From an optimization exercise on the open Yosys and OpenROAD flow, aimed at small area; shortcuts taken in it are not production practice.
Only simulation tests tie the RTL to the original design; equivalence was not proved.
Power and IR drop assume default switching activity.

job 1043:
==> flow/design.v (excerpt) <==
module uart_frame_parser (
    input  wire          clk,
    input  wire          rst,
    input  wire  [7:0]   rx_data,
    input  wire          rx_valid,
    output logic         rx_ready,
    output logic         frame_valid,
    input  wire          frame_ready,
    output logic [7:0]   frame_cmd,
    output logic [31:0]  frame_addr,
    output logic [511:0] frame_data,
    output logic [6:0]   frame_count,
    output logic [7:0]   frame_status,
    output logic         soft_reset
);
For scale: roughly 1500 cells after synthesis, about 580 I/O pins, roughly 0.018 mm^2 of cells after synthesis.
clock: 8.0 ns
lec_check: 0
cap_margin: 20
core_margin: 2
core_utilization: 69
slew_margin: 20
standard.sh (not shown) runs the stock make flow with config.mk's settings and CLKGATE_MAP_FILE= SYNTH_SCRIPT=/design/flow/synth_recipe.tcl, a recipe that flattens the netlist after the stock synthesis.
==> flow/flow/run.sh <==
#!/bin/bash
# Standard layout, with
#  - the port buffers made of the smallest buffer cell,
#  - over-sized logic gates with few loads downsized after placement resizing,
#  - a clock tree of clkbuf_8 leaves over clusters of about 16 registers, with no dummy loads.
set -euo pipefail
bash standard.sh \
  "BUFFER_PORTS_ARGS=-buffer_cell sky130_fd_sc_hd__buf_1" \
  "POST_RESIZE_TCL=$PWD/flow/downsize.tcl" \
  "CTS_ARGS=-sink_clustering_enable -repair_clock_nets -dont_use_dummy_load -buf_list {sky130_fd_sc_hd__clkbuf_8} -sink_clustering_size 16 -sink_clustering_max_diameter 50" \
  finish > make_finish.log 2>&1
==> flow/flow/downsize.tcl <==
# Sourced after the resize step of placement (POST_RESIZE_TCL).
# Synthesis sizes some logic gates for loads they do not have. Swap each logic
# gate that drives at most 16 pins for the size-1 (or size-0) cell of the same
# function, then let repair_design fix any slew or load it breaks.
# Registers, clock cells and tie cells are left as they are.
set db [ord::get_db]
set n 0
foreach inst [[ord::get_db_block] getInsts] {
  set mname [[$inst getMaster] getName]
  if {![regexp {^(sky130_fd_sc_hd__[a-z0-9]+)_([0-9]+)$} $mname -> base size]} continue
  if {[regexp {df|clk|conb|tap|fill|decap} $base]} continue
  set fanout 0
  foreach it [$inst getITerms] {
    if {[$it isOutputSignal] && [$it getNet] != "NULL"} {
      set fanout [llength [[$it getNet] getITerms]]
    }
  }
  if {$fanout > 16} continue
  foreach s {0 1} {
    if {$s >= $size} break
    set m [$db findMaster ${base}_$s]
    if {$m != "NULL"} {
      if {[$m getWidth] < [[$inst getMaster] getWidth]} {
        replace_cell [$inst getName] ${base}_$s
        incr n
      }
      break
    }
  }
}
puts "downsize.tcl: downsized $n instances"
estimate_parasitics -placement
repair_design_helper
Job 1043: full flow OK, the timing, DRC and antenna checks passed
The following lists how job 4634 was set up differently from job 1043:
- changing CORE_UTILIZATION from 69 to 65
- setting ABC_AREA to 1 for the first time
Findings:
- Higher placeable core area among job 4634 and job 1043: job 4634
- Job 4634: via count higher than job 1043
- Looking at part of the cycle the worst path needs, job 4634 sits 1.1 points higher than job 1043 does.
- Comparing worst hold slack for job 4634 and job 1043, the bigger number came from job 1043.
- Fraction of power consumed by combinational cells ends up lower on job 1043.
- Going from job 1043 to job 4634, per-cell via count in the routed design shrank by a few percent.
- Diff job 1043 -> job 4634 | die outline height | up by a few percent
- Average cell area after synthesis: job 4634 vs job 1043 down 27%
- Job 1043 → job 4634: met1 routed wirelength after detailed routing higher, clock share of power saw a decrease, post-route core utilization shows a reduction of 6.3 points.
> inputs changed (job 4634 -> job 776)
- ABC_AREA: 1 -> unset
==> run summary <==
Looking at global routing usage on met1, job 776 sits below job 4634. The final critical-path required period of job 776 was inferior to that of job 4634. Summary of job 776 over job 4634: area growth from synthesis to layout picked up an extra 1.9 points; die boundary width lost about 2.7%.
#### Input delta (job 8825 over job 776)
--- a/flow/flow/run.sh
+++ b/flow/flow/run.sh
@@ -9,3 +9,3 @@
   "POST_RESIZE_TCL=$PWD/flow/downsize.tcl" \
-  "CTS_ARGS=-sink_clustering_enable -repair_clock_nets -dont_use_dummy_load -buf_list {sky130_fd_sc_hd__clkbuf_8} -sink_clustering_size 16 -sink_clustering_max_diameter 50" \
+  "CTS_ARGS=-sink_clustering_enable -repair_clock_nets -dont_use_dummy_load -buf_list {sky130_fd_sc_hd__clkbuf_8} -sink_clustering_size 18 -sink_clustering_max_diameter 60" \
   finish > make_finish.log 2>&1
Results
In job 8825 relative to job 776, number of clock buffers inserted by TritonCTS had gone down by more than 10%. Job 8825 ended with every stage complete and zero timing, DRC or antenna violations. Routed length on met1 (job 8825 vs. job 776) increases slightly. Taking job 776 as the reference, in job 8825 first-pass GRT wire length ~0 delta, number of clock buffers in the layout -about 14%, vias after detailed routing -68. Fraction of synthesized cell area in xor and xnor cells came out exactly the same in job 776 and job 8825. Delta (job 8825 minus job 776): post-route worst hold slack up 0.0055 ns, portion of total power attributed to combinational logic roughly the same, post-route non-filler standard cell count ~0 delta.
Input-level comparison between job 7691 and job 8825:
- changing CORE_UTILIZATION from 65 to 69
Results
- Job 7691 completed every stage of the flow, and the final layout passed the timing, DRC and antenna checks.
- Job 8825 reached the final stage; the timing, DRC and antenna checks on its layout passed.
- Job 7691 vs. job 8825: wire length of the first global-routing pass climbed 3800 um; met2 track demand over resource in global routing picked up an extra 4.2 points; clock-buffer cell count climbed 2.7%; die extent in x went down by about 3%.
- Re height of the die: job 8825 and job 7691 aren't equal, and the higher value belongs to job 8825.
- When job 7691 is set beside job 8825, its overall routing resource usage turns out to be 2.8 points larger.
- As far as routed wire length is concerned, job 7691 and job 8825 perform about the same.

==> static timing again, ports no longer ideal <==
How much do the figures lean on ideal ports? The routed layouts below were timed once more, with nothing changed but the port constraints.
Step 1 assumes that a clkbuf_16 drives the clock port and a buf_2 every other input.
Step 2 also shifts input and output timing later by t, the mid clock arrival at the registers, as if the neighbouring blocks saw the same clock.
Slacks: ideal ports / drivers / drivers and shift; pairs: ideal ports / drivers.
| run | t, ns | setup WS [ns] | hold WS [ns] | slew at the worst register clock pin (ns) |
|---|---|---|---|---|
| job 1043 | 0.620 | 3.840 / 3.792 / 3.697 | 0.482 / 0.482 / 0.482 | 0.10 / 0.10 |
| job 4634 | 0.633 | 3.755 / 3.705 / 3.457 | 0.470 / 0.470 / 0.470 | 0.10 / 0.10 |
| job 776 | 0.613 | 3.643 / 3.593 / 3.887 | 0.482 / 0.482 / 0.482 | 0.10 / 0.10 |
| job 8825 | 0.617 | 3.625 / 3.575 / 3.863 | 0.487 / 0.487 / 0.487 | 0.12 / 0.12 |
| job 7691 | 0.611 | 3.888 / 3.837 / 3.759 | 0.487 / 0.487 / 0.487 | 0.11 / 0.11 |
After both steps setup and hold are still met in every run listed. For job 4634, which loses most, drivers alone change the setup slack by -0.050 ns; drivers and shift together by -0.298 ns.
